From an optimization exercise on the open Yosys and OpenROAD flow, aimed at small area and a short achievable clock period; shortcuts taken in it are not production practice. Where RTL was checked, it was by simulation tests only, not by an equivalence proof against the original. Function not checked in run 8: the RTL went through the layout flow alone. In run 8 the design's own scripts or RTL, not TritonCTS, make the clock network. The clock port is modelled as an ideal driver, which makes a skipped or thinned clock tree look cheaper than it is; a real chip needs a root buffer or a tree. Power and IR drop assume default switching activity.

$ cat flow/config.mk
export PLATFORM = sky130hd
export DESIGN_NAME = simple_fixed_2
export DESIGN_NICKNAME = simple_fixed_2
export VERILOG_FILES = /design/flow/design.v
export SDC_FILE = /design/flow/constraint.sdc
export NUM_CORES = 4
export LEC_CHECK = 0
export CAP_MARGIN = 20
export CORE_MARGIN = 2
export CORE_UTILIZATION = 30
export SETUP_SLACK_MARGIN = 3.6
export SLEW_MARGIN = 20
$ cat flow/constraint.sdc
create_clock -name core_clock -period 6.0 [get_ports {clk}]
set_input_delay 1.2000 -clock core_clock [delete_from_list [all_inputs] [get_ports {clk}]]
set_output_delay 1.2000 -clock core_clock [all_outputs]
set_load 0.01 [all_outputs]
$ cat flow/design.v
package spu_pkg;
    typedef enum logic [2:0] {
        FMT_RR  = 3'd0,
        FMT_RI7 = 3'd2
    } fmt_e;
    localparam logic [1:0] SH_SHL_OP   = 2'b11;
    localparam logic [1:0] SH_ROT_OP   = 2'b00;
    localparam logic [1:0] SH_ROTM_OP  = 2'b01;
    localparam logic [1:0] SH_ROTMA_OP = 2'b10;
endpackage
module sf2_shifter #(
    parameter int LO = 0,
    parameter int HI = 3
) (
    input  logic [15:0] x,
    input  logic [3:0]  amt,
    output logic [15:0] y
);
    logic [15:0] lv [LO:HI+1];
    assign lv[LO] = x;
    for (genvar l = LO; l <= HI; l++) begin : g_l
        assign lv[l+1] = amt[l] ? {lv[l][15-(1<<l):0], lv[l][15:16-(1<<l)]} : lv[l];
    end
    assign y = lv[HI+1];
endmodule
module simple_fixed_2
(
    input  logic         clk,
    input  logic         reset,
    input  logic [0:10]  op,
    input  logic [2:0]   format,
    input  logic [6:0]   rt_addr,
    input  logic [0:127] ra,
    input  logic [0:127] rb,
    input  logic [0:17]  imm,
    input  logic         reg_write,
    output logic [0:127] rt_wb,
    output logic [6:0]   rt_addr_wb,
    output logic         reg_write_wb
);
    localparam int S0 = 2;   
    logic ok0, ri_fmt, ri0, wide0;
    assign ri_fmt = op[5] ? (format == spu_pkg::FMT_RI7) : (format == spu_pkg::FMT_RR);
    assign ok0   = (op[0:4] == 5'b00001) && op[6] && op[7] && ri_fmt;
    assign ri0   = op[5];
    assign wide0 = !op[8];
    logic [5:0]  s_cl [4];
    logic [4:0]  s_cu [4];
    logic [15:0] s_hu [4];
    logic [15:0] s_hl [4];
    logic [1:0]  s_sg [4];
    for (genvar j = 0; j < 4; j++) begin : g_s
        logic [31:0] x, b;
        assign x = ra[32*j +: 32];
        assign b = rb[32*j +: 32];
        assign s_cl[j] = ri0 ? imm[12:17] : b[5:0];
        assign s_cu[j] = ri0 ? imm[13:17] : (wide0 ? b[4:0] : b[20:16]);
        assign s_sg[j] = {x[31], wide0 ? x[31] : x[15]};
        sf2_shifter #(.LO(0), .HI(S0-1)) u_u (.x(x[31:16]), .amt(s_cu[j][3:0]), .y(s_hu[j]));
        sf2_shifter #(.LO(0), .HI(S0-1)) u_l (.x(x[15:0]),  .amt(s_cl[j][3:0]), .y(s_hl[j]));
    end
    logic         r1_ok, r1_we;
    logic [6:0]   r1_addr;
    logic         r1_wide;
    logic [1:0]   r1_kind;
    logic [15:0]  r1_hu [4];
    logic [15:0]  r1_hl [4];
    logic [5:0]   r1_cl [4];
    logic [4:0]   r1_cu [4];
    logic [1:0]   r1_sg [4];
    always_ff @(posedge clk or negedge reset) begin
        if (!reset) begin
            r1_ok   <= 1'b0;
            r1_we   <= 1'b0;
            r1_addr <= '0;
        end else begin
            r1_ok   <= ok0;
            r1_we   <= reg_write;
            r1_addr <= rt_addr;
        end
    end
    always_ff @(posedge clk) begin
        r1_wide <= wide0;
        r1_kind <= op[9:10];
        for (int j = 0; j < 4; j++) begin
            r1_hu[j] <= s_hu[j];
            r1_hl[j] <= s_hl[j];
            r1_cl[j] <= s_cl[j];
            r1_cu[j] <= s_cu[j];
            r1_sg[j] <= s_sg[j];
        end
    end
    logic [0:127] a_rt;
    logic         shl, rot, arith;
    assign shl   = r1_kind == spu_pkg::SH_SHL_OP;
    assign rot   = r1_kind == spu_pkg::SH_ROT_OP;
    assign arith = r1_kind == spu_pkg::SH_ROTMA_OP;
    function automatic logic [15:0] therm(input logic [3:0] c);
        logic [15:0] t;
        t = 16'hFFFF;
        for (int l = 0; l < 4; l++)
            for (int k = 0; k < 16; k++)
                if (((k >> l) & 1) == 1)
                    t[k] = t[k] | !c[l];
                else
                    t[k] = t[k] & !c[l];
        therm = t;
    endfunction
    for (genvar j = 0; j < 4; j++) begin : g_a
        logic [15:0] hu, hl, ou, ol, gu, gl, t;
        logic [4:0]  cu, cl;
        logic        c5, zu, zl, zw, fu, fl;
        logic        au, bu, ccu, al, bl, ccl;
        sf2_shifter #(.LO(S0), .HI(3)) u_u (.x(r1_hu[j]), .amt(r1_cu[j][3:0]), .y(hu));
        sf2_shifter #(.LO(S0), .HI(3)) u_l (.x(r1_hl[j]), .amt(r1_cl[j][3:0]), .y(hl));
        assign cu = r1_cu[j];
        assign cl = r1_cl[j][4:0];
        assign c5 = r1_cl[j][5];
        assign zu = cu == 5'd0;
        assign zl = cl == 5'd0;
        assign zw = zl && !c5;
        assign fu = r1_ok && arith && r1_sg[j][1];
        assign fl = r1_ok && arith && r1_sg[j][0];
        always_comb begin
            if (rot) begin
                au = 1'b1; bu = 1'b0; ccu = 1'b0;
                al = 1'b1; bl = 1'b0; ccl = 1'b0;
            end else if (r1_wide) begin
                au  = shl ? !c5 && !cl[4] : zw;
                bu  = shl && !c5 && cl[4];
                ccu = !shl && c5 && cl[4];
                al  = shl ? 1'b0 : zw || (c5 && cl[4]);
                bl  = shl && !c5 && !cl[4];
                ccl = !shl && c5;
            end else begin
                au  = !shl && zu;
                bu  = shl && !cu[4];
                ccu = !shl && cu[4];
                al  = !shl && zl;
                bl  = shl && !cl[4];
                ccl = !shl && cl[4];
            end
            au = au && r1_ok; bu = bu && r1_ok; ccu = ccu && r1_ok;
            al = al && r1_ok; bl = bl && r1_ok; ccl = ccl && r1_ok;
        end
        assign gu = therm(cu[3:0]);
        assign gl = therm(cl[3:0]);
        assign t  = r1_wide ? gl ^ {16{cl[4]}} : 16'hFFFF;
        for (genvar k = 0; k < 16; k++) begin : g_k
            logic ku, kl;
            assign ku = au || (gu[k] ? bu : ccu);
            assign kl = al || (gl[k] ? bl : ccl);
            assign ou[k] = ku ? (t[k] ? hu[k] : hl[k]) : fu;
            assign ol[k] = kl ? (t[k] ? hl[k] : hu[k]) : fl;
        end
        assign a_rt[32*j +: 32] = {ou, ol};
    end
    logic [0:127] r2_rt, r3_rt;
    logic [6:0]   r2_addr, r3_addr;
    logic         r2_we, r3_we;
    always_ff @(posedge clk or negedge reset) begin
        if (!reset) begin
            r2_rt   <= '0;
            r2_addr <= '0;
            r2_we   <= 1'b0;
            r3_rt   <= '0;
            r3_addr <= '0;
            r3_we   <= 1'b0;
        end else begin
            r2_rt   <= a_rt;
            r2_addr <= r1_addr;
            r2_we   <= r1_ok & r1_we;
            r3_rt   <= r2_rt;
            r3_addr <= r2_addr;
            r3_we   <= r2_we;
        end
    end
    assign rt_wb        = r3_rt;
    assign rt_addr_wb   = r3_addr;
    assign reg_write_wb = r3_we;
endmodule
$ cat flow/run.sh
#!/bin/bash
# synth_recipe.tcl (not shown) runs the flow's synth.tcl, then flattens the netlist and writes it again
# the make line also repeats each setting of config.mk as NAME=value (left out here)
make -C /OpenROAD-flow-scripts/flow DESIGN_CONFIG=/design/flow/config.mk WORK_HOME=/design/flow/orfs CLKGATE_MAP_FILE= SYNTH_SCRIPT=/design/flow/synth_recipe.tcl finish
==> results of run 1 <==
-- area by class of cell --
cell class	instances	area, um2
Sequential cell	464	10700
Multi-Input combinational cell	1329	12800
Clock buffer	66	1400
Antenna cell	3	7.51
Clock inverter	28	349
Timing Repair Buffer	412	3540
Inverter	36	145
Tap cell	1060	1330
Fill cell	7647	50000
-- placed cells by master (no fill, tap or decap), types with 33 or more instances in the layout --
master           count
mux2i_1            543
dfrtp_1            279
clkdlybuf4s50_1    195
dfxtp_1            178
buf_2              132
mux4_2             124
nand2_1            110
nor2_1              99
buf_4               55
clkbuf_16           51
o21ai_0             41
xnor2_1             41
a211oi_1            39
a21oi_1             33
-- sequential cells by signal, summed over array words and instances (netlist names) --
name / cells
r1_hu: 64
r2_we: 1
r2_addr: 7
r2_rt: 128
r1_sg: 8
r1_cu: 20
r1_we: 1
r3_rt: 128
r3_we: 1
r1_cl: 24
r1_wide: 1
r3_addr: 7
r1_hl: 64
r1_addr: 7
r1_ok: 1
r1_kind: 2
-- power breakdown --
group	leakage, nW	internal (mW)	total (mW)	switching [mW]
clock	0.853	1.96	3.24	1.29
combinational	7.97	0.800	1.64	0.838
sequential	5.41	3.28	3.45	0.165
total	14.2	6.04	8.33	2.29
-- kinds of logic (layout without fill, tap and decap cells) --
| group | Yosys count | in the layout | synth area share [%] |
|---|---|---|---|
| DFF | 464 | 464 | 44.1 |
| muxes | 700 | 700 | 35.5 |
| buffers and inverters | 183 | 542 | 4.26 |
| and+or+nand+nor | 350 | 350 | 7.07 |
| xor gates and xnor gates | 47 | 47 | 1.77 |
| other | 0 | 3 | 0 |
| AOI/OAI and AO/OA | 232 | 232 | 7.36 |
-- per-stage QoR --
| stage | setup WS, ns | cells |
|---|---|---|
| 2_1_floorplan | 3.52 | 1976 |
| 3_3_place_gp | 2.14 | 3253 |
| 3_5_place_dp | 2.09 | 3253 |
| 4_1_cts | 3.48 | 3392 |
| 5_1_grt | 3.54 | 3395 |
| 6_report | 3.60 | 3398 |
-- metal layers --
layer  GRT usage, %  wire [um]  up-vias
li1               -          -     7908
met5              0         52        -
met2           29.1      35500      510
met1           23.1      32000     8601
met4           5.48       2160        8
met3           2.91       4400      114
-- worst max-delay path by stage --
stage / start / to / slack (ns)
finish: r3_rt[95] / rt_wb[95] / 3.60
global route: r3_rt[95] / rt_wb[95] / 3.54
CTS: r1_ok / r2_rt[76] / 3.48
detailed placement: imm[16] / r1_hu[3][15] / 2.09
global placement: imm[16] / r1_hu[1][5] / 2.14
floorplan: op[8] / r1_hu[2][10] / 3.52
-- what timing repair did --
item | in CTS | in global routing
buffers inserted | 44 | 3
gates cloned | 1 | 0
endpoints found under the setup margin | 418 | 98
gates resized for setup | 598 | 17
pin swaps | 11 | 1
==> flow_metrics.tcl, run 1 <==
set metrics [dict create \
    crit_family "flip-flops" \
    drc_errors 0 \
    finalSetupViolCount 0 \
    num_vias 17100 \
    hp-class "register to register" \
    yosysSeqAreaShare_pct 44.1 \
    power.total_mw 8.33 \
    worstMarginPinSlew_ns 0.973 \
    synthesis.nets 2274 \
    final_core_util_pct 37.7 \
    netlist_instances 1976 \
    slew_violations 0 \
    finalWeightedCongestion 0.869 \
    antenna_found_initial 9 \
    worst-path-stages 1 \
    totalWireLength_um 74100 \
    wl_per_cell_um 21.8 \
    synth_top_area_share_pct 29.0 \
    holdWs_ns 0.338 \
    ys_ff_latch 464 \
    cts_inserted_buffers 51 \
    clkLatencyLatePin_ns 0.60 \
    finalSetupTns_ns 0 \
    slew_headroom_pct 35.2 \
    async_flop_share_pct 60.6 \
    drt_iter0_markers 1073 \
    grt_overflow 0 \
    crit_fanout 1 \
    r2r_setup_slack_ns 3.61 \
    period_needed_ns 2.40 \
    hold_depth 0 \
    postPlaceCellArea_mm2 0.0284 \
    crit_chain "buf_6" \
    ys.flop_type "dfrtp_1" \
    irDropWorstVdd_uv 145 \
    end_kind "primary output" \
    synthToLayoutAreaGrowth_pct 24.9 \
    track_usage_pct 17.4 \
    hold_buffers 0 \
    crit_buf_inv 1 \
    finalCritPeriodShare_pct 40.0 \
    nNetsFinal 2592 \
    rows 104 \
    die_area_mm2 0.0832 \
    die_w_um 288 \
    synthTopCellsByCount "mux2i_1, dfrtp_1, dfxtp_1" \
    fin_skew_ns 0.0290 \
    synth_top_cell_by_area "dfrtp_1" \
    post_synth_num_cell_types 63 \
    synth_most_common_cell "mux2i_1" \
    synthTopCellsByArea "dfrtp_1, mux2i_1, dfxtp_1" \
    cts_tree "done" \
    reg2regPathDepth 5 \
    cp_slowest_cell "dfrtp_2" \
    path_clk_slew_ns 0.07 \
    critPathArrivalTime_ns 1.20 \
    htree_levels 2 \
    grt_pass1_vias 17600 \
    critical_path_class "register to primary output" \
    hold_end "r3_rt[52]" \
    hold_viol 0 \
    syn_area_per_cell_um2 12.3 \
    via_per_inst 5.04 \
    port_buffers 337 \
    p_leak_nw 14.2 \
    rsz0062_at_grt "yes" \
    finalInstanceArea_mm2 0.0303 \
    ant_nets 0 \
    first_pass_iters 5 \
    grt_max_degree 150 \
    status "timing/DRC/antenna clean" \
    synth_edf_count 0 \
    io-pin-count 434 \
    clock_path_buffers 3 \
    root_buffer "clkbuf_16" \
    r2r-start "r1_ok" \
    slowest_delay_ns 0.47 \
    min_from "r2_rt[52]" \
    dp_hpwl_um 55200 \
    synth_area_mm2 0.0243 \
    fmax_mhz 417 \
    cts_sinks 464 \
    r2r_end "r2_rt[76]" \
    drive_above_1_share_pct 25.2 \
    die_h_um 288 \
    worstPathRequired_ns 4.80 \
    crit_path_start_kind "register" \
    coreArea_mm2 0.0803 \
    max_cap_violations 0 \
    grt_pass1_wl_um 110000 \
    ys_warn_count 23 \
    p_per_area_mw_per_mm2 275 \
    initial_core_util_pct 30.2 \
]
==> run 2, diff against run 1 <==
--- a/flow/config.mk
+++ b/flow/config.mk
@@ -7,6 +7,6 @@
 export LEC_CHECK = 0
 export CAP_MARGIN = 20
 export CORE_MARGIN = 2
-export CORE_UTILIZATION = 30
+export CORE_UTILIZATION = 60
 export SETUP_SLACK_MARGIN = 3.6
 export SLEW_MARGIN = 20
==> run 2 against run 1 <==
Still clean. Register-to-register slack improved by 0.04 ns. Sequential power barely moved. Synthesized cell count did not move. Synthesized area did not move. Count of clock-buffer cells in the layout fell by 2. Power fell by 0.21%. Setup slack improved by 0.0063 ns. Sequential cell count did not move. Highest routed layer unchanged.
==> flow_metrics.tcl, run 2 <==
set metrics [dict create \
    switchingPower_mw 2.21 \
    first_pass_iters 7 \
    synthToLayoutAreaGrowth_pct 21.3 \
    wl_per_cell_um 22.6 \
    critPathLaunch "rb[126]" \
    r2r_end "r2_rt[91]" \
    reg2regPathDepth 4 \
    fmax_mhz 418 \
    grt_pass1_wl_um 96600 \
    nNetsFinal 2558 \
    synth_top_cell_by_area "dfrtp_1" \
    initial_core_util_pct 60.9 \
    slew_headroom_pct 40.9 \
    grt_max_degree 120 \
    power.internal_mw 6.10 \
    grt_pass1_vias 16900 \
    status "timing/DRC/antenna clean" \
    synth_area_mm2 0.0243 \
    track_usage_pct 30.2 \
    comb_power_share_pct 19.1 \
    drt_iter0_markers 1215 \
    finalSetupTns_ns 0 \
    clock_path_buffers 3 \
    die_h_um 205 \
    ys.flop_type "dfrtp_1" \
    path_clk_slew_ns 0.06 \
    synthTopCellsByCount "mux2i_1, dfrtp_1, dfxtp_1" \
    io-pin-count 434 \
    synthesis.nets 2274 \
    irDropWorstVdd_uv 286 \
    antenna_found_initial 8 \
    period_needed_ns 2.39 \
    async_flop_share_pct 60.6 \
    cts_inserted_buffers 47 \
    finalWeightedCongestion 0.905 \
    drc_errors 0 \
    finalCritPeriodShare_pct 39.9 \
    r2r-start "r1_kind[1]" \
    dp_hpwl_um 46400 \
    p_seq_share_pct 41.6 \
    slew_violations 0 \
    finalInstanceArea_mm2 0.0294 \
    via_per_inst 6.05 \
    end_kind "register" \
    clkLatencyLatePin_ns 0.59 \
    postPlaceCellArea_mm2 0.0277 \
    num_vias 17100 \
    htree_levels 2 \
    drive_above_1_share_pct 22.8 \
    ys_ff_latch 464 \
    synth_edf_count 0 \
    hold_buffers 0 \
    cts_sinks 464 \
    crit_path_start_kind "input pin" \
    critical_path_class "input pin to register" \
    finalSetupViolCount 0 \
    syn_area_per_cell_um2 12.3 \
    hp-class "register to register" \
    r2r_setup_slack_ns 3.65 \
    max_cap_violations 0 \
    critPathArrivalTime_ns 2.83 \
    crit_fanout 17 \
    hold_depth 0 \
    hold_viol 0 \
    swShare_pct 26.6 \
    netlist_instances 1976 \
    clkPwrFrac_pct 39.3 \
    reg_top3 "r2_rt: 128 flops, r3_rt: 128 flops" \
    die_area_mm2 0.0421 \
    synthTopCellsByArea "dfrtp_1, mux2i_1, dfxtp_1" \
    fin_skew_ns 0.0195 \
    worstMarginPinSlew_ns 0.887 \
    ys_warn_count 23 \
    p_leak_nw 14.0 \
    post_synth_num_cell_types 63 \
    cts_tree "done" \
    port_buffers 337 \
    worstPathRequired_ns 6.44 \
    n_fill_cell 2778 \
    rsz0062_at_grt "yes" \
    p_per_area_mw_per_mm2 282 \
    yosysSeqAreaShare_pct 44.1 \
    root_buffer "clkbuf_16" \
    layout_commonest_cell "mux2i_1" \
    ant_nets 0 \
    cp-endpoint "r1_hu[3][6]" \
    die_w_um 205 \
    final_cell_mix "mux2i_1, dfrtp_1, clkdlybuf4s50_1" \
    rows 73 \
    totalWireLength_um 63800 \
    synth_most_common_cell "mux2i_1" \
    grt_overflow 0 \
    coreArea_mm2 0.0398 \
    synth_top_area_share_pct 29.0 \
]
run 2: cell counts after synthesis:
No cell type changed its count.
run 2: stage by stage:
stage	std cells	hold slack [ns]	setup slack [ns]	total power, mW	util (%)
3_3_place_gp	2714	0.332	2.11	5.02	69.4
4_1_cts	2821	0.342	3.59	8.33	74.7
5_1_grt	2826	0.348	3.54	8.61	73.9
6_report	2826	0.343	3.61	8.31	73.9
2_1_floorplan	1976	0.331	3.52	4.55	-
3_5_place_dp	2714	0.335	2.10	5.06	69.4
run 2: worst min path at each step:
stage | start | to | slack (ns)
final | r2_rt[115] | r3_rt[115] | 0.34
after global routing | r2_addr[4] | r3_addr[4] | 0.35
after CTS | r2_rt[115] | r3_rt[115] | 0.34
after detailed placement | r2_rt[112] | r3_rt[112] | 0.33
after global placement | r2_we | r3_we | 0.33
after floorplan | r1_addr[0] | r2_addr[0] | 0.33
run 2: cells by family (layout without fill, tap and decap cells):
logic type             Yosys count  in the layout  share of synthesized area, %
other                            0              3                             0
XOR/XNOR                        47             47                          1.77
multiplexers                   700            700                          35.5
flip-flops                     464            464                          44.1
AND/OR/NAND/NOR                350            350                          7.07
buffers and inverters          183            505                          4.26
AO/OA/AOI/OAI                  232            232                          7.36
run 2: area by class of cell:
cell class | instances | area [um2] | area share, %
antenna | 3 | 7.51 | 0.0255
inverter | 36 | 141 | 0.480
timing repair buffer | 382 | 3350 | 11.4
clock inverter | 23 | 363 | 1.23
clock buffer | 64 | 1400 | 4.74
sequential | 464 | 10700 | 36.4
tap | 525 | 657 | 2.23
multi-input combinational | 1329 | 12800 | 43.5
run 2: power by group through the flow:
stage	sequential, mW	clock, mW	combinational, mW
6_report	3.45	3.26	1.59
3_3_place_gp	3.49	0	1.53
3_5_place_dp	3.51	0	1.55
5_1_grt	3.47	3.44	1.69
4_1_cts	3.45	3.31	1.58
2_1_floorplan	3.43	0	1.12
run 2: critical path, stage by stage:
cell,delay (ns)
clkdlybuf4s50_1,0.48
mux2_2,0.32
o21ai_4,0.18
buf_12,0.20
mux2i_1,0.30
mux2i_1,0.14
run 2: repair_timing:
item | CTS | global route
buffers inserted | 20 | 2
cloned | 0 | 0
pin swaps | 8 | 2
setup endpoints to repair | 405 | 156
gates resized for setup | 423 | 87
run 2: metal layers:
layer | GRT usage, % | wire length [um] | vias up
met1 | 38.5 | 25400 | 8429
met3 | 7.16 | 4770 | 148
met2 | 50.0 | 31200 | 687
met4 | 12.2 | 2420 | 8
li1 | - | - | 7838
met5 | 0 | 57 | -
==> run 3, diff against run 2 <==
--- a/flow/config.mk
+++ b/flow/config.mk
@@ -8,5 +8,7 @@
 export CAP_MARGIN = 20
 export CORE_MARGIN = 2
 export CORE_UTILIZATION = 60
+export CTS_BUF_LIST = sky130_fd_sc_hd__clkbuf_8
+export CTS_CLUSTER_SIZE = 25
 export SETUP_SLACK_MARGIN = 3.6
 export SLEW_MARGIN = 20
==> run 3 against run 2 <==
Combinational power about the same. Critical path depth decreased by 5. Sequential share of layout area increased by 0.32 points. Clock skew increased by 0.013 ns. Sequential cell count unchanged. Setup slack got worse by 0.054 ns. Core utilization decreased by 0.64 points. Sequential power about the same. Non-clock buffer count decreased by 2. Worst hold slack got worse by 0.012 ns. Clock power decreased by 14%. Highest routed layer unchanged.
==> flow_metrics.tcl, run 3 <==
set metrics [dict create \
    rsz0062_at_grt "yes" \
    p_leak_nw 14.1 \
    final_core_util_pct 73.3 \
    synthToLayoutAreaGrowth_pct 20.2 \
    hp-class "register to register" \
    rows 73 \
    hold_viol 0 \
    grt_use_met3_pct 7.25 \
    multi_input_area_mm2 0.0128 \
    syn_area_per_cell_um2 12.3 \
    ys.flop_type "dfrtp_1" \
    initial_core_util_pct 60.9 \
    die_h_um 205 \
    synth_top_area_share_pct 29.0 \
    totalWireLength_um 63200 \
    critPathArrivalTime_ns 1.25 \
    grt_pass1_wl_um 96300 \
    die_area_mm2 0.0421 \
    finalCritPeriodShare_pct 40.8 \
    netlist_instances 1976 \
    grt_pass1_vias 17000 \
    slowest_delay_ns 0.43 \
    grt_overflow 0 \
    holdWs_ns 0.331 \
    finalWeightedCongestion 0.905 \
    ys_ff_latch 464 \
    io-pin-count 434 \
    worstMarginPinSlew_ns 0.838 \
    ys_warn_count 23 \
    dp_hpwl_um 46400 \
    clock_path_buffers 3 \
    grt_util_met1_pct 38.5 \
    drc_errors 0 \
    crit_fanout 1 \
    grt_max_degree 120 \
    synth_top_cell_by_area "dfrtp_1" \
    reg_top3 "r2_rt: 128 flops, r3_rt: 128 flops" \
    synthTopCellsByArea "dfrtp_1, mux2i_1, dfxtp_1" \
    nNetsFinal 2582 \
    die_w_um 205 \
    synthTopCellsByCount "mux2i_1, dfrtp_1, dfxtp_1" \
    cts_sinks 464 \
    status "timing/DRC/antenna clean" \
    cts_inserted_buffers 73 \
    seqCellArea_mm2 0.0107 \
    via_per_inst 6.01 \
    end_kind "primary output" \
    first_pass_iters 5 \
    grt.met2_usage_pct 50.3 \
    max_cap_violations 0 \
    synth_edf_count 0 \
    htree_levels 3 \
    finalSetupViolCount 0 \
    fmax_mhz 409 \
    cp_slowest_cell "dfrtp_1" \
    period_needed_ns 2.45 \
    critical_path_class "register to primary output" \
    crit_buf_inv 1 \
    slew_headroom_pct 44.1 \
    yosysSeqAreaShare_pct 44.1 \
    antenna_found_initial 5 \
    root_buffer "clkbuf_8" \
    final_cell_mix "mux2i_1, dfrtp_1, clkdlybuf4s50_1" \
    p_per_area_mw_per_mm2 269 \
    ant_nets 0 \
    drive_above_1_share_pct 24.6 \
    synth_most_common_cell "mux2i_1" \
    coreArea_mm2 0.0398 \
    n_fill_cell 2830 \
    fin_skew_ns 0.0324 \
    slew_violations 0 \
    port_buffers 337 \
    num_vias 17300 \
    clkLatencyLatePin_ns 0.66 \
    wl_per_cell_um 22.0 \
    async_flop_share_pct 60.6 \
    hold_buffers 0 \
    path_clk_slew_ns 0.07 \
    drt_iter0_markers 1293 \
    layout_commonest_cell "mux2i_1" \
    crit_path_start_kind "register" \
    crit_chain "buf_6" \
    finalSetupTns_ns 0 \
    post_synth_num_cell_types 63 \
    synth_area_mm2 0.0243 \
    worstPathRequired_ns 4.80 \
    synthesis.nets 2274 \
    crit_family "flip-flops" \
    top_usage_layer "met2" \
    track_usage_pct 30.2 \
    irDropWorstVdd_uv 187 \
    cts_tree "done" \
]
-- run 3: cell types whose count changed in the layout (fill, tap and decap cells not counted), moves of 7 or more --
cell,delta
buf_2,+47
buf_6,+27
clkbuf_1,-7
clkbuf_16,-52
clkbuf_2,-46
clkbuf_8,+81
clkdlybuf4s15_1,-23
clkinv_2,+10
inv_1,+17
-- run 3: layer usage --
| metal | share of wire [%] | wire (um) | vias to the layer above |
|---|---|---|---|
| met4 | 3.0 | 1890 | 4 |
| met2 | 50 | 31400 | 648 |
| met3 | 7.4 | 4650 | 126 |
| met1 | 40 | 25200 | 8596 |
| met5 | 0.044 | 28 | - |
| li1 | - | - | 7901 |
-- run 3: repair_timing --
item,CTS,global route
buffers inserted,20,0
gates cloned,0,0
gates resized for setup,615,18
pin swaps,8,2
endpoints found under the setup margin,402,136
hold endpoints to repair,0,0
-- run 3: area by class of cell --
class	count	area share (%)
diodes	2	0.0172
clock inverters	50	1.29
multi-input cells	1329	43.8
clock buffers	86	4.06
well taps	525	2.25
inverters	36	0.463
repair buffers	380	11.4
flip-flops and latches	464	36.7
-- run 3: metrics by stage --
stage          area, um2  setup slack [ns]  power, mW  std cells
2_1_floorplan      24400              3.52       4.55       1976
3_3_place_gp       27700              2.11       5.02       2714
3_5_place_dp       27700              2.10       5.06       2714
4_1_cts            29100              3.53       7.89       2870
5_1_grt            29200              3.54       8.18       2871
6_report           29200              3.55       7.84       2872
-- run 3: logic make-up (layout without fill, tap and decap cells) --
| family | Yosys count | after routing | share of synthesized area (%) |
|---|---|---|---|
| DFF | 464 | 464 | 44.1 |
| muxes | 700 | 700 | 35.5 |
| AOI/OAI and AO/OA | 232 | 232 | 7.36 |
| buffers and inverters | 183 | 552 | 4.26 |
| xor gates and xnor gates | 47 | 47 | 1.77 |
| and+or+nand+nor | 350 | 350 | 7.07 |
| other | 0 | 2 | 0 |
-- run 3: power breakdown --
part	switching [mW]	leakage, nW	internal [mW]
clock network	1.27	0.864	1.54
logic	0.789	7.78	0.793
registers	0.172	5.41	3.28
-- run 3: worst paths after layout --
check	startpoint	cells past startpoint	slack (ns)	to
max in group asynchronous	reset	2	4.14	r2_rt[57]
max reg2reg	r1_cu[3][3]	6	3.65	r2_rt[104]
min reg2reg	r2_rt[90]	0	0.33	r3_rt[90]
max	r3_rt[92]	1	3.55	rt_wb[92]
min	r2_rt[90]	0	0.33	r3_rt[90]
min in group asynchronous	reset	1	0.61	r3_addr[5]
==> run 4, diff against run 3 <==
--- a/flow/config.mk
+++ b/flow/config.mk
@@ -8,7 +8,8 @@
 export CAP_MARGIN = 20
 export CORE_MARGIN = 2
 export CORE_UTILIZATION = 60
-export CTS_BUF_LIST = sky130_fd_sc_hd__clkbuf_8
-export CTS_CLUSTER_SIZE = 25
+export CTS_BUF_LIST = sky130_fd_sc_hd__clkbuf_4 sky130_fd_sc_hd__clkbuf_8 sky130_fd_sc_hd__clkbuf_16
+export CTS_CLUSTER_DIAMETER = 60
+export CTS_CLUSTER_SIZE = 40
 export SETUP_SLACK_MARGIN = 3.6
 export SLEW_MARGIN = 20
==> run 4 against run 3 <==
Still clean on timing, DRC and antenna. Sequential power about the same. Sequential share of layout area up 0.60 points. Sequential cell count unchanged. Synthesized area unchanged. Clock power down 14%. Count of clock-buffer cells in the layout down 54. Critical endpoint is now r1_hu[0][0]. Largest cell class unchanged.
==> flow_metrics.tcl, run 4 <==
set metrics [dict create \
    top_usage_layer "met2" \
    drt_iter0_markers 1216 \
    cts_sinks 464 \
    die_area_mm2 0.0421 \
    num_vias 16900 \
    root_buffer "clkbuf_16" \
    p_per_area_mw_per_mm2 260 \
    grt_pass1_vias 16500 \
    ys_ff_latch 464 \
    power.total_mw 7.46 \
    synthTopCellsByArea "dfrtp_1, mux2i_1, dfxtp_1" \
    coreArea_mm2 0.0398 \
    grt_max_degree 120 \
    synth_top_cell_by_area "dfrtp_1" \
    irDropWorstVdd_uv 254 \
    synth_edf_count 0 \
    postPlaceCellArea_mm2 0.0277 \
    port_buffers 337 \
    crit_path_start_kind "input pin" \
    netlist_instances 1976 \
    htree_levels 1 \
    finalCritPeriodShare_pct 39.9 \
    crit_fanout 17 \
    grt_pass1_wl_um 95000 \
    wl_per_cell_um 22.4 \
    reg_top3 "r2_rt: 128 flops, r3_rt: 128 flops" \
    die_h_um 205 \
    path_clk_slew_ns 0.09 \
    grt_util_met1_pct 39.0 \
    finalInstanceArea_mm2 0.0287 \
    ys.flop_type "dfrtp_1" \
    clock_path_buffers 3 \
    track_usage_pct 29.4 \
    cts_inserted_buffers 31 \
    drc_errors 0 \
    worstPathRequired_ns 6.49 \
    slew_headroom_pct 41.9 \
    synthToLayoutAreaGrowth_pct 18.3 \
    synth_area_mm2 0.0243 \
    synthesis.nets 2274 \
    clkLatencyLatePin_ns 0.61 \
    synthTopCellsByCount "mux2i_1, dfrtp_1, dfxtp_1" \
    worstMarginPinSlew_ns 0.870 \
    hp-class "register to register" \
    p_leak_nw 13.8 \
    via_per_inst 6.06 \
    synth_top_area_share_pct 29.0 \
    finalWeightedCongestion 0.905 \
    rsz0062_at_grt "yes" \
    drive_above_1_share_pct 23.1 \
    hold_buffers 0 \
    grt_overflow 0 \
    post_synth_num_cell_types 63 \
    hold_viol 0 \
    yosysSeqAreaShare_pct 44.1 \
    grt.met2_usage_pct 49.8 \
    io-pin-count 434 \
    cts_tree "done" \
    finalSetupTns_ns 0 \
    n_fill_cell 2864 \
    multi_input_area_mm2 0.0128 \
    finalSetupViolCount 0 \
    critPathArrivalTime_ns 2.89 \
    ant_nets 0 \
    slew_violations 0 \
    end_kind "register" \
    nNetsFinal 2542 \
    initial_core_util_pct 60.9 \
    seqCellArea_mm2 0.0107 \
    antenna_found_initial 5 \
    status "timing/DRC/antenna clean" \
    first_pass_iters 7 \
    die_w_um 205 \
    grt_use_met3_pct 4.72 \
    rows 73 \
    syn_area_per_cell_um2 12.3 \
    totalWireLength_um 62600 \
    async_flop_share_pct 60.6 \
    synth_most_common_cell "mux2i_1" \
    max_cap_violations 0 \
    layout_commonest_cell "mux2i_1" \
    final_cell_mix "mux2i_1, dfrtp_1, clkdlybuf4s50_1" \
    fmax_mhz 417 \
    fin_skew_ns 0.0227 \
    ys_warn_count 23 \
    critical_path_class "input pin to register" \
    period_needed_ns 2.40 \
    dp_hpwl_um 46400 \
]
run 4: cell counts after synthesis:
Identical to the previous run, type by type.
run 4: final timing paths:
check	start	end	slack [ns]	cells after the start
max	rb[30]	r1_hu[0][0]	3.60	6
min	r2_rt[46]	r3_rt[46]	0.34	0
max reg2reg	r1_kind[1]	r2_rt[82]	3.67	4
min reg2reg	r2_rt[46]	r3_rt[46]	0.34	0
max in group asynchronous	reset	r3_rt[43]	4.07	2
min in group asynchronous	reset	r2_addr[6]	0.63	1
run 4: repair_timing:
item | CTS | global route
pin swaps | 8 | 3
resized for setup | 587 | 16
setup endpoints to repair | 405 | 78
buffers inserted | 20 | 2
run 4: kinds of logic (layout without fill, tap and decap cells):
| group | Yosys count | in the layout | synth area share [%] |
|---|---|---|---|
| buf+inv | 183 | 475 | 4.26 |
| xor+xnor | 47 | 47 | 1.77 |
| mux | 700 | 700 | 35.5 |
| compound gates | 232 | 232 | 7.36 |
| simple gates | 350 | 350 | 7.07 |
| flops | 464 | 464 | 44.1 |
| other cells | 0 | 1 | 0 |
run 4: worst max-delay path: stages:
cell and delay [ns]:
clkdlybuf4s50_1 0.55, mux2_4 0.35, o21ai_4 0.15, buf_12 0.19
mux2i_1 0.31, mux2i_1 0.13
run 4: routing by layer:
layer,wire (um),up-vias
li1,-,7794
met5,44,-
met4,1950,6
met1,25200,8412
met3,4330,109
met2,31100,622
run 4: cell type report:
class	count	share of cell area, %
Clock inverter	25	1.34
Multi-Input combinational cell	1329	44.5
Clock buffer	32	2.75
Sequential cell	464	37.3
Antenna cell	1	0.00872
Timing Repair Buffer	382	11.3
Tap cell	525	2.29
Inverter	36	0.484
run 4: metrics by stage:
stage                     hold slack (ns)  utilization, %  instances  worst slack (ns)
final                               0.343            72.1       2794              3.60
after global routing                0.351            72.1       2794              3.57
after CTS                           0.341            71.9       2791              3.58
after detailed placement            0.335            69.4       2714              2.10
after global placement              0.332            69.4       2714              2.11
after floorplan                     0.331               -       1976              3.52
run 4: power by group:
group | internal (mW) | switching (mW)
combinational | 0.794 | 0.790
sequential | 3.27 | 0.173
clock | 1.18 | 1.24
==> run 5, diff against run 4 <==
==> flow/flow/run.sh (new file) <==
#!/bin/bash
# Standard ORFS layout, with plain buf_1 cells as the port buffers.
set -euo pipefail
bash standard.sh "BUFFER_PORTS_ARGS=-buffer_cell sky130_fd_sc_hd__buf_1" finish > standard.log 2>&1
==> flow/standard.sh (new file) <==
#!/bin/bash
# synth_recipe.tcl (not shown) runs the flow's synth.tcl, then flattens the netlist and writes it again
# the make line also repeats each setting of config.mk as NAME=value (left out here)
make -C /OpenROAD-flow-scripts/flow DESIGN_CONFIG=/design/flow/config.mk WORK_HOME=/design/flow/orfs CLKGATE_MAP_FILE= SYNTH_SCRIPT=/design/flow/synth_recipe.tcl "${@:-finish}"
removed: flow/run.sh
==> run 5 against run 4 <==
Still clean on timing, DRC and antenna. First-iteration DRC count down 0.99%. Sequential cell count unchanged. Die area unchanged. Via count about the same. Global-route usage down 0.43 points. Clock skew down 0.0048 ns. Synthesized cell count unchanged. Largest cell class unchanged.
==> flow_metrics.tcl, run 5 <==
set metrics [dict create \
    end_kind "primary output" \
    max_cap_violations 0 \
    drt_iter0_markers 1204 \
    irDropWorstVdd_uv 225 \
    n_fill_cell 3047 \
    layout_commonest_cell "mux2i_1" \
    syn_area_per_cell_um2 12.3 \
    finalCritPeriodShare_pct 40.1 \
    antenna_found_initial 5 \
    num_vias 16900 \
    port_buffers 337 \
    nNetsFinal 2552 \
    clock_path_buffers 3 \
    period_needed_ns 2.40 \
    grt_max_degree 163 \
    finalWeightedCongestion 0.871 \
    crit_family "flip-flops" \
    rsz0062_at_grt "yes" \
    synth_top_area_share_pct 29.0 \
    rows 73 \
    io-pin-count 434 \
    die_area_mm2 0.0421 \
    post_synth_num_cell_types 63 \
    dp_hpwl_um 45600 \
    layoutNonFillerInstCount 2801 \
    switchingPower_mw 2.16 \
    swShare_pct 30.3 \
    ys_warn_count 23 \
    critPathArrivalTime_ns 1.20 \
    p_leak_nw 12.7 \
    via_per_inst 6.04 \
    worstPathRequired_ns 4.80 \
    ys.flop_type "dfrtp_1" \
    cts_inserted_buffers 27 \
    slew_headroom_pct 34.7 \
    grt_pass1_wl_um 93200 \
    cts_tree "done" \
    dp.cells 2714 \
    totalWireLength_um 61700 \
    hold_buffers 0 \
    wl_per_cell_um 22.0 \
    initial_core_util_pct 60.9 \
    die_w_um 205 \
    clkPwrFrac_pct 30.6 \
    synthToLayoutAreaGrowth_pct 12.5 \
    root_buffer "clkbuf_16" \
    worstMarginPinSlew_ns 0.979 \
    hold_viol 0 \
    synth_edf_count 0 \
    synth_area_mm2 0.0243 \
    power.total_mw 7.13 \
    synthesis.nets 2274 \
    crit_buf_inv 1 \
    synthTopCellsByArea "dfrtp_1, mux2i_1, dfxtp_1" \
    cp_slowest_cell "dfrtp_1" \
    final_cell_mix "mux2i_1, buf_1, dfrtp_1" \
    netlist_instances 1976 \
    holdWs_ns 0.351 \
    crit_path_start_kind "register" \
    finalSetupTns_ns 0 \
    first_pass_iters 5 \
    p_seq_share_pct 48.4 \
    async_flop_share_pct 60.6 \
    fmax_mhz 416 \
    comb_power_share_pct 21.0 \
    power.internal_mw 4.98 \
    cts_sinks 464 \
    path_clk_slew_ns 0.10 \
    slowest_delay_ns 0.44 \
    critical_path_class "register to primary output" \
    slew_violations 0 \
    fin_skew_ns 0.0179 \
    die_h_um 205 \
    p_per_area_mw_per_mm2 261 \
    hp-class "register to register" \
    grt_overflow 0 \
    crit_chain "clkbuf_2" \
    track_usage_pct 29.0 \
    crit_fanout 1 \
    synth_most_common_cell "mux2i_1" \
    reg_top3 "r2_rt: 128 flops, r3_rt: 128 flops" \
    status "timing/DRC/antenna clean" \
    ys_ff_latch 464 \
    drive_above_1_share_pct 17.5 \
    clkLatencyLatePin_ns 0.60 \
    synth_top_cell_by_area "dfrtp_1" \
    finalSetupViolCount 0 \
    grt_pass1_vias 16200 \
    ant_nets 0 \
    coreArea_mm2 0.0398 \
    yosysSeqAreaShare_pct 44.1 \
    htree_levels 1 \
    drc_errors 0 \
    synthTopCellsByCount "mux2i_1, dfrtp_1, dfxtp_1" \
]
## run 5: final cells by class
class	count	area (um2)	share of cell area [%]
antenna	2	5.00	0.0183
inverter	36	135	0.495
tap	525	657	2.41
timing repair buffer	396	1970	7.21
sequential	464	10700	39.2
multi-input combinational	1329	12800	46.9
clock buffer	31	747	2.74
clock inverter	18	287	1.05
## run 5: final timing paths
kind / endpoint / from / cells past startpoint / slack, ns
setup / recovery: rt_wb[52] / r3_rt[52] / 1 / 3.60
hold / removal: r3_rt[109] / r2_rt[109] / 0 / 0.35
setup reg to reg: r2_rt[78] / r1_cu[2][3] / 6 / 3.71
hold reg to reg: r3_rt[109] / r2_rt[109] / 0 / 0.35
max in group asynchronous: r1_ok / reset / 2 / 3.97
min in group asynchronous: r3_addr[5] / reset / 1 / 0.63
## run 5: stage by stage
| stage | setup WS [ns] | area [um2] | utilization, % |
|---|---|---|---|
| finish | 3.60 | 27300 | 68.5 |
| global route | 3.58 | 27300 | 68.5 |
| detailed placement | 2.08 | 25600 | 64.2 |
| floorplan | 3.52 | 24400 | - |
| CTS | 3.59 | 27100 | 68.0 |
| global placement | 2.15 | 25600 | 64.2 |
## run 5: what timing repair did
| item | in CTS | in global routing |
|---|---|---|
| setup endpoints to repair | 272 | 73 |
| pin swaps | 7 | 6 |
| gates resized for setup | 44 | 13 |
| buffers inserted | 21 | 15 |
## run 5: power groups by stage
stage               clock [mW]  combinational, mW  sequential (mW)
floorplan                    0               1.12             3.43
global placement             0               1.43             3.49
detailed placement           0               1.45             3.51
CTS                       2.23               1.48             3.45
global route              2.35               1.60             3.47
finish                    2.19               1.50             3.45
## run 5: cell families (layout without fill, tap and decap cells)
logic type	count (synthesis)	after routing	synth area share, %
mux	700	700	35.5
flops	464	464	44.1
buf+inv	183	481	4.26
simple gates	350	350	7.07
other cells	0	2	0
compound gates	232	232	7.36
xor+xnor	47	47	1.77
## run 5: metal layers
metal,vias up,share of wire (%),wire [um],track usage (%)
met2,602,49,30100,47.8
met4,2,3.2,1950,9.25
met1,8428,42,25700,39.9
met5,-,0.021,13,0
met3,100,6.4,3930,4.06
li1,7798,-,-,-
==> run 6, diff against run 5 <==
==> flow/flow/run.sh (replaced) <==
#!/bin/bash
# Standard ORFS layout with plain buf_1 port buffers, own CTS settings.
set -euo pipefail
bash standard.sh "BUFFER_PORTS_ARGS=-buffer_cell sky130_fd_sc_hd__buf_1" "CTS_ARGS=-sink_clustering_enable -repair_clock_nets -sink_clustering_size 30 -sink_clustering_max_diameter 120 -buf_list sky130_fd_sc_hd__clkbuf_16 -sink_clustering_levels 1" finish > standard.log 2>&1
--- a/flow/config.mk
+++ b/flow/config.mk
@@ -8,8 +8,5 @@
 export CAP_MARGIN = 20
 export CORE_MARGIN = 2
 export CORE_UTILIZATION = 60
-export CTS_BUF_LIST = sky130_fd_sc_hd__clkbuf_4 sky130_fd_sc_hd__clkbuf_8 sky130_fd_sc_hd__clkbuf_16
-export CTS_CLUSTER_DIAMETER = 60
-export CTS_CLUSTER_SIZE = 40
 export SETUP_SLACK_MARGIN = 3.6
 export SLEW_MARGIN = 20
==> run 6 against run 5 <==
Clock power is 31% lower. Register-to-register slack hardly changed. Synthesized cell count stayed put. Sequential share of layout area is 0.74 points higher. Critical endpoint unchanged. Core utilization is 1.3 points lower. Highest routed layer unchanged.
==> flow_metrics.tcl, run 6 <==
set metrics [dict create \
    die_area_mm2 0.0421 \
    status "timing/DRC/antenna clean" \
    finalWeightedCongestion 0.871 \
    track_usage_pct 28.7 \
    post_synth_num_cell_types 63 \
    finalCritPeriodShare_pct 39.5 \
    nNetsFinal 2543 \
    drt_iter0_markers 1226 \
    yosysSeqAreaShare_pct 44.1 \
    synthTopCellsByCount "mux2i_1, dfrtp_1, dfxtp_1" \
    htree_levels 1 \
    antenna_found_initial 5 \
    coreArea_mm2 0.0398 \
    grt_overflow 0 \
    cts_inserted_buffers 19 \
    crit_family "flip-flops" \
    final_cell_mix "mux2i_1, buf_1, dfrtp_1" \
    synth_most_common_cell "mux2i_1" \
    irDropWorstVdd_uv 200 \
    grt_pass1_wl_um 92200 \
    hold_viol 0 \
    totalWireLength_um 61300 \
    drc_errors 0 \
    synth_top_area_share_pct 29.0 \
    period_needed_ns 2.37 \
    async_flop_share_pct 60.6 \
    hp-class "register to register" \
    worstPathRequired_ns 4.80 \
    ys_ff_latch 464 \
    ant_nets 0 \
    port_buffers 337 \
    crit_buf_inv 1 \
    drive_above_1_share_pct 16.1 \
    finalSetupTns_ns 0 \
    initial_core_util_pct 60.9 \
    fmax_mhz 422 \
    p_per_area_mw_per_mm2 241 \
    synthTopCellsByArea "dfrtp_1, mux2i_1, dfxtp_1" \
    synth_top_cell_by_area "dfrtp_1" \
    postPlaceCellArea_mm2 0.0256 \
    ys_warn_count 23 \
    reg_top3 "r2_rt: 128 flops, r3_rt: 128 flops" \
    fin_skew_ns 0.0312 \
    clkLatencyLatePin_ns 0.57 \
    r2r_setup_slack_ns 3.71 \
    slew_violations 0 \
    holdWs_ns 0.356 \
    synthToLayoutAreaGrowth_pct 10.4 \
    max_cap_violations 0 \
    num_vias 16800 \
    finalInstanceArea_mm2 0.0268 \
    r2r-start "r1_cl[1][3]" \
    path_clk_slew_ns 0.12 \
    dp_hpwl_um 45600 \
    layout_commonest_cell "mux2i_1" \
    root_buffer "clkbuf_16" \
    cts_tree "done" \
    netlist_instances 1976 \
    via_per_inst 6.02 \
    min_from "r2_rt[12]" \
    wl_per_cell_um 22.0 \
    rows 73 \
    crit_fanout 1 \
    final_core_util_pct 67.3 \
    grt_max_degree 163 \
    cts_sinks 464 \
    syn_area_per_cell_um2 12.3 \
    io-pin-count 434 \
    crit_chain "clkbuf_2" \
    worstMarginPinSlew_ns 0.977 \
    synthesis.nets 2274 \
    first_pass_iters 6 \
    ys.flop_type "dfrtp_1" \
    synth_area_mm2 0.0243 \
    end_kind "primary output" \
    clock_path_buffers 3 \
    die_w_um 205 \
    critPathArrivalTime_ns 1.17 \
    slowest_delay_ns 0.45 \
    n_fill_cell 3120 \
    rsz0062_at_grt "yes" \
    die_h_um 205 \
    cp_slowest_cell "dfrtp_1" \
    critPathLaunch "r3_rt[52]" \
    crit_path_start_kind "register" \
    grt_pass1_vias 16000 \
    synth_edf_count 0 \
    finalSetupViolCount 0 \
    critical_path_class "register to primary output" \
    slew_headroom_pct 34.8 \
    p_leak_nw 12.5 \
]
## run 6: layout make-up
cell class,instances,area [um2],share of cell area (%)
Clock inverter,14,65.1,0.243
Multi-Input combinational cell,1329,12800,47.7
Sequential cell,464,10700,40.0
Clock buffer,19,475,1.77
Timing Repair Buffer,395,1960,7.31
Tap cell,525,657,2.45
Antenna cell,2,5.00,0.0187
Inverter,36,135,0.504
## run 6: repair_timing
| item | CTS | global route |
|---|---|---|
| setup buffers | 22 | 13 |
| resized for setup | 35 | 17 |
| hold buffers | 0 | 0 |
| pin swaps | 9 | 3 |
| cloned | 0 | 0 |
| setup endpoints to repair | 269 | 92 |
## run 6: power by group
| group | leakage, nW | switching, mW | internal [mW] |
|---|---|---|---|
| Combinational | 6.74 | 0.790 | 0.707 |
| Clock | 0.311 | 0.920 | 0.593 |
| Sequential | 5.41 | 0.175 | 3.28 |
| Total | 12.5 | 1.89 | 4.58 |
## run 6: metal layers
metal	share of wire (%)	GRT usage, %	up-vias
met5	0.021	0	-
met4	2.9	9.02	2
met3	5.9	3.75	94
met2	49	47.3	575
met1	42	39.8	8339
li1	-	-	7753
## run 6: cell families after synthesis
logic type / share of synthesized area [%]
and+or+nand+nor: 7.07
buffers and inverters: 4.26
DFF: 44.1
muxes: 35.5
xor gates and xnor gates: 1.77
AOI/OAI and AO/OA: 7.36
## run 6: final timing paths
check	cells past startpoint	endpoint
max in group asynchronous	2	r1_ok
max	1	rt_wb[52]
max reg2reg	6	r2_rt[61]
min reg2reg	0	r3_rt[12]
min	0	r3_rt[12]
min in group asynchronous	1	r2_rt[119]
## run 6: metrics by stage
stage               power, mW  instances  setup WS (ns)
global placement         4.93       2714           2.15
global route             6.75       2784           3.59
finish                   6.46       2784           3.63
floorplan                4.55       1976           3.52
CTS                      6.49       2769           3.49
detailed placement       4.97       2714           2.08
==> run 7, diff against run 6 <==
==> flow/flow/run.sh (replaced) <==
#!/bin/bash
# Standard ORFS layout with plain buf_1 port buffers, own CTS settings.
set -euo pipefail
bash standard.sh "BUFFER_PORTS_ARGS=-buffer_cell sky130_fd_sc_hd__buf_1" "CTS_ARGS=-sink_clustering_enable -repair_clock_nets -sink_clustering_size 32 -sink_clustering_max_diameter 200 -buf_list sky130_fd_sc_hd__clkbuf_16" finish > standard.log 2>&1
==> run 7 against run 6 <==
First-iteration DRC count up 1.2%. Design area about the same. Critical path type is now input pin to register. Largest power group unchanged. Sequential share of layout area hardly changed.
==> flow_metrics.tcl, run 7 <==
set metrics [dict create \
    die_w_um 205 \
    max_cap_violations 0 \
    drc_errors 0 \
    finalSetupViolCount 0 \
    critPathArrivalTime_ns 2.82 \
    crit_path_start_kind "input pin" \
    slowest_delay_ns 0.33 \
    track_usage_pct 28.7 \
    ant_nets 0 \
    syn_area_per_cell_um2 12.3 \
    path_clk_slew_ns 0.11 \
    fin_skew_ns 0.0510 \
    netlist_instances 1976 \
    top_usage_layer "met2" \
    worstPathRequired_ns 6.45 \
    cts_sinks 464 \
    async_flop_share_pct 60.6 \
    fmax_mhz 422 \
    totalWireLength_um 61000 \
    synth_most_common_cell "mux2i_1" \
    rows 73 \
    antenna_found_initial 5 \
    cts_inserted_buffers 18 \
    htree_levels 1 \
    post_synth_num_cell_types 63 \
    initial_core_util_pct 60.9 \
    grt_overflow 0 \
    status "timing/DRC/antenna clean" \
    yosysSeqAreaShare_pct 44.1 \
    worstMarginPinSlew_ns 0.960 \
    layoutNonFillerInstCount 2784 \
    dp_hpwl_um 45600 \
    drive_above_1_share_pct 16.3 \
    clkPwrFrac_pct 23.2 \
    grt_pass1_vias 16100 \
    period_needed_ns 2.37 \
    reg2regPathDepth 4 \
    r2r_setup_slack_ns 3.73 \
    via_per_inst 6.02 \
    dp.cells 2714 \
    finalCritPeriodShare_pct 39.5 \
    layout_commonest_cell "mux2i_1" \
    slew_violations 0 \
    ys_ff_latch 464 \
    critical_path_class "input pin to register" \
    die_h_um 205 \
    crit_buf_inv 3 \
    critPathLaunch "op[8]" \
    nNetsFinal 2543 \
    finalWeightedCongestion 0.871 \
    finalSetupTns_ns 0 \
    switchingPower_mw 1.87 \
    synthesis.nets 2274 \
    power.internal_mw 4.58 \
    ys.flop_type "dfrtp_1" \
    grt_use_met3_pct 3.40 \
    irDropWorstVdd_uv 226 \
    synth_edf_count 0 \
    crit_family "multiplexers" \
    synthTopCellsByCount "mux2i_1, dfrtp_1, dfxtp_1" \
    cp_slowest_cell "mux2_4" \
    cp-endpoint "r1_hu[0][1]" \
    crit_fanout 23 \
    synth_area_mm2 0.0243 \
    hold_viol 0 \
    synth_top_area_share_pct 29.0 \
    final_cell_mix "mux2i_1, buf_1, dfrtp_1" \
    crit_chain "clkbuf_8 -> buf_4 -> mux2_4 -> o21ai_4 -> buf_12 -> mux2i_2 -> mux2i_1" \
    p_leak_nw 12.4 \
    root_buffer "clkbuf_16" \
    grt_pass1_wl_um 92100 \
    clock_path_buffers 3 \
    swShare_pct 29.0 \
    worst-path-stages 7 \
    p_seq_share_pct 53.6 \
    p_per_area_mw_per_mm2 240 \
    clkLatencyLatePin_ns 0.57 \
    port_buffers 337 \
    final_core_util_pct 67.3 \
    ys_warn_count 23 \
    end_kind "register" \
    synthTopCellsByArea "dfrtp_1, mux2i_1, dfxtp_1" \
    cts_tree "done" \
    coreArea_mm2 0.0398 \
    synthToLayoutAreaGrowth_pct 10.4 \
    hp-class "register to register" \
    drt_iter0_markers 1241 \
    grt_util_met1_pct 39.7 \
    synth_top_cell_by_area "dfrtp_1" \
    die_area_mm2 0.0421 \
    grt.met2_usage_pct 47.1 \
    grt_max_degree 163 \
    hold_buffers 0 \
    slew_headroom_pct 36.0 \
    r2r_end "r2_rt[15]" \
    io-pin-count 434 \
    first_pass_iters 5 \
    num_vias 16800 \
    reg_top3 "r2_rt: 128 flops, r3_rt: 128 flops" \
    rsz0062_at_grt "no" \
    n_fill_cell 3111 \
    wl_per_cell_um 21.9 \
    min_from "r2_rt[70]" \
    r2r-start "r1_ok" \
    comb_power_share_pct 23.3 \
]
## run 7: cell counts after synthesis
Identical to the previous run, type by type.
## run 7: how the worst min path moves through the flow
stage               depth (start not counted)  slack [ns]    endpoint
detailed placement                          0        0.33  r2_addr[0]
finish                                      0        0.34   r3_rt[70]
global placement                            0        0.33       r3_we
floorplan                                   0        0.33  r2_addr[0]
global route                                0        0.34   r3_rt[71]
CTS                                         0        0.34   r3_rt[70]
## run 7: repair_timing
item | in CTS | in global routing
pin swaps | 10 | 2
resized for setup | 40 | 14
setup buffers | 27 | 9
setup endpoints to repair | 269 | 77
endpoints found under the hold margin | 0 | 0
cloned | 0 | 0
## run 7: power groups by stage
stage	sequential [mW]	clock, mW	combinational, mW
global placement	3.49	0	1.43
global route	3.47	1.65	1.60
finish	3.45	1.49	1.50
floorplan	3.43	0	1.12
detailed placement	3.51	0	1.45
CTS	3.45	1.54	1.49
## run 7: routing by layer
| layer | up-vias | part of all wire [%] |
|---|---|---|
| met2 | 594 | 49 |
| met5 | - | 0.018 |
| met4 | 2 | 3.0 |
| met1 | 8314 | 42 |
| li1 | 7756 | - |
| met3 | 90 | 6.2 |
## run 7: final cells by class
| type | instances | area [um2] | area share (%) |
|---|---|---|---|
| antenna | 2 | 5.00 | 0.0187 |
| multi-input combinational | 1329 | 12800 | 47.7 |
| tap | 525 | 657 | 2.45 |
| clock buffer | 19 | 475 | 1.77 |
| clock inverter | 13 | 61.3 | 0.229 |
| timing repair buffer | 396 | 1960 | 7.32 |
| inverter | 36 | 135 | 0.504 |
| sequential | 464 | 10700 | 40.0 |
## run 7: cells by family after synthesis
kind of cell,count (synthesis),synth area share (%)
buf+inv,183,4.26
xor+xnor,47,1.77
compound gates,232,7.36
mux,700,35.5
flops,464,44.1
simple gates,350,7.07
## run 7: metrics by stage
| step | cell area [um2] | total power [mW] | setup WS [ns] | hold WS, ns |
|---|---|---|---|---|
| final | 26800 | 6.44 | 3.63 | 0.336 |
| after global placement | 25600 | 4.93 | 2.15 | 0.331 |
| after CTS | 26600 | 6.47 | 3.57 | 0.337 |
| after global routing | 26800 | 6.72 | 3.60 | 0.343 |
| after floorplan | 24400 | 4.55 | 3.52 | 0.331 |
| after detailed placement | 25600 | 4.97 | 2.08 | 0.335 |
==> run 8, diff against run 7 <==
--- a/flow/design.v
+++ b/flow/design.v
@@ -20,6 +20,23 @@
     assign lv[LO] = x;
     for (genvar l = LO; l <= HI; l++) begin : g_l
         assign lv[l+1] = amt[l] ? {lv[l][15-(1<<l):0], lv[l][15:16-(1<<l)]} : lv[l];
+    end
+    assign y = lv[HI+1];
+endmodule
+module sf2_rot2 #(
+    parameter int LO = 0,
+    parameter int HI = 3
+) (
+    input  logic [15:0] x,
+    input  logic [3:0]  amt,
+    input  logic [3:0]  amtn,
+    output logic [15:0] y
+);
+    logic [15:0] lv [LO:HI+1];
+    assign lv[LO] = x;
+    for (genvar l = LO; l <= HI; l++) begin : g_l
+        assign lv[l+1] = ({16{amt[l]}} & {lv[l][15-(1<<l):0], lv[l][15:16-(1<<l)]})
+                       | ({16{amtn[l]}} & lv[l]);
     end
     assign y = lv[HI+1];
 endmodule
@@ -68,6 +85,8 @@
     logic [5:0]   r1_cl [4];
     logic [4:0]   r1_cu [4];
     logic [1:0]   r1_sg [4];
+    logic [3:0]   r1_cun [4];   
+    logic [3:0]   r1_cln [4];
     always_ff @(posedge clk or negedge reset) begin
         if (!reset) begin
             r1_ok   <= 1'b0;
@@ -88,6 +107,8 @@
             r1_cl[j] <= s_cl[j];
             r1_cu[j] <= s_cu[j];
             r1_sg[j] <= s_sg[j];
+            r1_cun[j] <= ~s_cu[j][3:0];
+            r1_cln[j] <= ~s_cl[j][3:0];
         end
     end
     logic [0:127] a_rt;
@@ -111,8 +132,8 @@
         logic [4:0]  cu, cl;
         logic        c5, zu, zl, zw, fu, fl;
         logic        au, bu, ccu, al, bl, ccl;
-        sf2_shifter #(.LO(S0), .HI(3)) u_u (.x(r1_hu[j]), .amt(r1_cu[j][3:0]), .y(hu));
-        sf2_shifter #(.LO(S0), .HI(3)) u_l (.x(r1_hl[j]), .amt(r1_cl[j][3:0]), .y(hl));
+        sf2_rot2 #(.LO(S0), .HI(3)) u_u (.x(r1_hu[j]), .amt(r1_cu[j][3:0]), .amtn(r1_cun[j]), .y(hu));
+        sf2_rot2 #(.LO(S0), .HI(3)) u_l (.x(r1_hl[j]), .amt(r1_cl[j][3:0]), .amtn(r1_cln[j]), .y(hl));
         assign cu = r1_cu[j];
         assign cl = r1_cl[j][4:0];
         assign c5 = r1_cl[j][5];
==> flow/flow/run.sh (replaced) <==
#!/bin/bash
# Standard ORFS layout with plain buf_1 port buffers and a two-level clock
# tree built by flow/mycts.tcl in place of the flow's clock tree synthesis.
set -euo pipefail
bash standard.sh "BUFFER_PORTS_ARGS=-buffer_cell sky130_fd_sc_hd__buf_1" "PRE_CTS_TCL=$PWD/flow/mycts.tcl" finish > standard.log 2>&1
==> flow/flow/mycts.tcl (new file) <==
# Two-level clock tree: one root clkbuf_16 at the middle of the flip-flops,
# driving one clkbuf_16 per group of flip-flops; groups are equal-count
# cells of a columns x rows split of the flip-flops by position.
proc my_two_level_cts {} {
  set ncol 4
  set nrow 4
  if {[info exists ::env(MYCTS_COLS)]} { set ncol $::env(MYCTS_COLS) }
  if {[info exists ::env(MYCTS_ROWS)]} { set nrow $::env(MYCTS_ROWS) }
  set db [ord::get_db]
  set block [ord::get_db_block]
  set clk [$block findNet clk]
  set buf [$db findMaster sky130_fd_sc_hd__clkbuf_16]
  set sinks {}
  foreach it [$clk getITerms] {
    set b [[$it getInst] getBBox]
    lappend sinks [list $it [expr {([$b xMin] + [$b xMax]) / 2}] [expr {([$b yMin] + [$b yMax]) / 2}]]
  }
  set n [llength $sinks]
  puts "mycts: $n sinks, $ncol x $nrow groups"
  set sx 0; set sy 0
  foreach s $sinks { incr sx [lindex $s 1]; incr sy [lindex $s 2] }
  set cx [expr {$sx / $n}]; set cy [expr {$sy / $n}]
  # root buffer
  set root [odb::dbInst_create $block $buf clkbuf_root]
  $root setLocation $cx $cy
  $root setPlacementStatus PLACED
  set rnet [odb::dbNet_create $block clknet_root]
  $rnet setSigType CLOCK
  # split into columns by x, each column into rows by y
  set byx [lsort -integer -index 1 $sinks]
  set g 0
  for {set c 0} {$c < $ncol} {incr c} {
    set lo [expr {$c * $n / $ncol}]
    set hi [expr {($c + 1) * $n / $ncol - 1}]
    set col [lsort -integer -index 2 [lrange $byx $lo $hi]]
    set m [llength $col]
    for {set r 0} {$r < $nrow} {incr r} {
      set grp [lrange $col [expr {$r * $m / $nrow}] [expr {($r + 1) * $m / $nrow - 1}]]
      set gx 0; set gy 0
      foreach s $grp { incr gx [lindex $s 1]; incr gy [lindex $s 2] }
      set k [llength $grp]
      set leaf [odb::dbInst_create $block $buf clkbuf_leaf_$g]
      $leaf setLocation [expr {$gx / $k}] [expr {$gy / $k}]
      $leaf setPlacementStatus PLACED
      set lnet [odb::dbNet_create $block clknet_leaf_$g]
      $lnet setSigType CLOCK
      [$leaf findITerm A] connect $rnet
      [$leaf findITerm X] connect $lnet
      foreach s $grp {
        set it [lindex $s 0]
        $it disconnect
        $it connect $lnet
      }
      incr g
    }
  }
  [$root findITerm A] connect $clk
  [$root findITerm X] connect $rnet
  puts "mycts: $g leaf buffers"
}

my_two_level_cts
# the tree is built; make the flow's own clock tree step a no-op
rename clock_tree_synthesis orfs_clock_tree_synthesis
proc clock_tree_synthesis {args} { puts "clock tree built by flow/mycts.tcl" }
--- a/flow/config.mk
+++ b/flow/config.mk
@@ -8,5 +8,5 @@
 export CAP_MARGIN = 20
 export CORE_MARGIN = 2
 export CORE_UTILIZATION = 60
-export SETUP_SLACK_MARGIN = 3.6
+export SETUP_SLACK_MARGIN = 3.8
 export SLEW_MARGIN = 20
==> run 8 against run 7 <==
Still clean. Worst hold slack better by 0.018 ns. Global-route usage is 2.4 points higher. Die area shrank 3.1%. Synthesized cell count increased by 10%. Combinational power increased by 11%. Critical path depth down 6. Critical path type is now register to primary output. Largest cell class unchanged.
==> flow_metrics.tcl, run 8 <==
set metrics [dict create \
    synth_top_area_share_pct 29.9 \
    grt_util_met1_pct 41.3 \
    hold_depth 0 \
    synth_area_mm2 0.0235 \
    synth_edf_count 0 \
    period_needed_ns 2.37 \
    finalSetupTns_ns 0 \
    slew_violations 0 \
    ys_ff_latch 480 \
    grt_overflow 0 \
    num_vias 18300 \
    synthToLayoutAreaGrowth_pct 19.7 \
    finalCritPeriodShare_pct 39.5 \
    synth_most_common_cell "mux2i_1" \
    crit_buf_inv 1 \
    track_usage_pct 31.0 \
    cp_slowest_cell "dfrtp_1" \
    first_pass_iters 6 \
    final_cell_mix "mux2i_1, dfrtp_1, buf_1" \
    reg2regPathDepth 5 \
    postPlaceCellArea_mm2 0.0250 \
    syn_area_per_cell_um2 10.8 \
    reg_top3 "r2_rt: 128 flops, r3_rt: 128 flops" \
    layout_commonest_cell "mux2i_1" \
    port_buffers 337 \
    clkLatencyLatePin_ns 0.55 \
    crit_family "flip-flops" \
    via_per_inst 6.14 \
    rows 72 \
    status "timing/DRC/antenna clean" \
    grt_pass1_wl_um 99800 \
    hold_viol 0 \
    power.total_mw 6.63 \
    die_h_um 202 \
    drive_above_1_share_pct 24.2 \
    path_clk_slew_ns 0.11 \
    synthesis.nets 2471 \
    dp_hpwl_um 45600 \
    fmax_mhz 422 \
    r2r-start "r1_kind[1]" \
    fin_skew_ns 0.0188 \
    min_from "r2_rt[39]" \
    max_cap_violations 0 \
    synthTopCellsByArea "dfrtp_1, mux2i_1, dfxtp_1" \
    finalSetupViolCount 0 \
    die_area_mm2 0.0408 \
    finalWeightedCongestion 0.906 \
    finalInstanceArea_mm2 0.0281 \
    antenna_found_initial 1 \
    async_flop_share_pct 58.5 \
    ys_warn_count 27 \
    yosysSeqAreaShare_pct 46.9 \
    post_synth_num_cell_types 61 \
    layoutNonFillerInstCount 2987 \
    synthTopCellsByCount "mux2i_1, dfrtp_1, dfxtp_1" \
    ys.flop_type "dfrtp_1" \
    hp-class "register to register" \
    critPathArrivalTime_ns 1.17 \
    worstMarginPinSlew_ns 0.921 \
    crit_fanout 1 \
    rsz0062_at_grt "yes" \
    drc_errors 0 \
    diodes 0 \
    slowest_delay_ns 0.45 \
    totalWireLength_um 66200 \
    ant_nets 0 \
    grt.met2_usage_pct 52.8 \
    dp.cells 2876 \
    r2r_end "r2_rt[13]" \
    p_per_area_mw_per_mm2 236 \
    final_core_util_pct 72.8 \
    wl_per_cell_um 22.2 \
    end_kind "primary output" \
    io-pin-count 434 \
    grt_pass1_vias 17400 \
    critical_path_class "register to primary output" \
    hold_buffers 0 \
    p_leak_nw 13.0 \
    crit_path_start_kind "register" \
    irDropWorstVdd_uv 163 \
    drt_iter0_markers 1370 \
    grt_use_met3_pct 4.00 \
    worstPathRequired_ns 4.80 \
    netlist_instances 2173 \
    synth_top_cell_by_area "dfrtp_1" \
    slew_headroom_pct 38.6 \
    nNetsFinal 2769 \
    grt_max_degree 162 \
    initial_core_util_pct 60.8 \
    crit_chain "clkbuf_2" \
    top_usage_layer "met2" \
    hold_end "r3_rt[39]" \
    die_w_um 202 \
    coreArea_mm2 0.0386 \
    r2r_setup_slack_ns 3.81 \
]
==> run 8: worst max path at each step <==
stage | startpoint | endpoint | depth (start not counted)
global placement | op[5] | r1_hu[1][14] | 5
detailed placement | op[5] | r1_hu[1][15] | 5
floorplan | op[8] | r1_hu[0][10] | 7
finish | r3_rt[88] | rt_wb[88] | 1
global route | r3_rt[88] | rt_wb[88] | 1
CTS | op[8] | r1_hu[0][9] | 8
==> run 8: kinds of logic (layout without fill, tap and decap cells) <==
| kind of cell | after synthesis | in the layout | synth area share [%] |
|---|---|---|---|
| compound gates | 515 | 516 | 16.2 |
| xor+xnor | 47 | 47 | 1.75 |
| buf+inv | 229 | 524 | 4.00 |
| flops | 480 | 480 | 46.9 |
| mux | 564 | 564 | 24.7 |
| simple gates | 338 | 338 | 6.53 |
==> run 8: routing by layer <==
layer  wire length [um]  vias up
li1                   -     8524
met1              27400     9013
met2              32200      675
met3               3930      132
met4               2620        2
met5                 12        -
==> run 8: area by class of cell <==
cell class	count	area, um2
timing repair buffer	453	2950
tap	518	648
timing repair inverter	2	11.3
multi-input combinational	1465	12800
inverter	52	228
buffer	17	425
fill	2694	10500
sequential	480	11100
==> run 8: report_power, final <==
part           internal (mW)  total (mW)  switching, mW
Combinational          0.782        1.66          0.879
Clock                  0.505        1.40          0.895
Sequential              3.39        3.57          0.183
==> run 8: timing repair <==
item | CTS | global route
pin swaps | 19 | 10
buffers inserted | 61 | 19
cloned | 13 | 1
endpoints found under the setup margin | 319 | 265
gates resized for setup | 265 | 176
==> run 8: stage by stage <==
step,worst slack [ns],hold WS (ns)
after floorplan,3.50,0.331
after detailed placement,2.36,0.335
after global placement,2.42,0.331
after CTS,3.29,0.335
after global routing,3.62,0.360
final,3.63,0.354

## static timing again, ports no longer ideal
Ports are ideal in the flow. The routed layouts listed here were re-timed in OpenROAD.
Step 1 (the two cells are an assumption about what drives the block):
set clk [get_ports {clk}]
set_driving_cell -lib_cell sky130_fd_sc_hd__clkbuf_16 $clk
set_driving_cell -lib_cell sky130_fd_sc_hd__buf_2 [delete_from_list [all_inputs] $clk]
Step 2 moves the port delays by t, midway between the first and last clock arrival at a register: inputs arrive t later, outputs are due t later. That takes back most of the time a late clock gives input paths.
a / b / c = no drivers / after step 1 / after step 2; a / b = the first two.
run | shift t [ns] | setup slack, ns | worst register clock-pin slew, ns
run 1 | 0.643 | 3.601 / 3.542 / 3.031 | 0.07 / 0.07
run 2 | 0.635 | 3.607 / 3.574 / 2.988 | 0.06 / 0.06
run 3 | 0.700 | 3.553 / 3.502 / 2.943 | 0.07 / 0.07
run 4 | 0.655 | 3.604 / 3.564 / 2.986 | 0.09 / 0.09
run 5 | 0.641 | 3.597 / 3.544 / 3.023 | 0.10 / 0.10
run 6 | 0.613 | 3.631 / 3.571 / 3.043 | 0.12 / 0.12
run 7 | 0.601 | 3.630 / 3.578 / 3.047 | 0.12 / 0.12
run 8 | 0.601 | 3.632 / 3.574 / 3.192 | 0.12 / 0.12
After both steps every run listed still meets setup and hold. The setup slack of run 2, which loses most, moves by -0.033 ns with the drivers and by -0.619 ns with both steps.
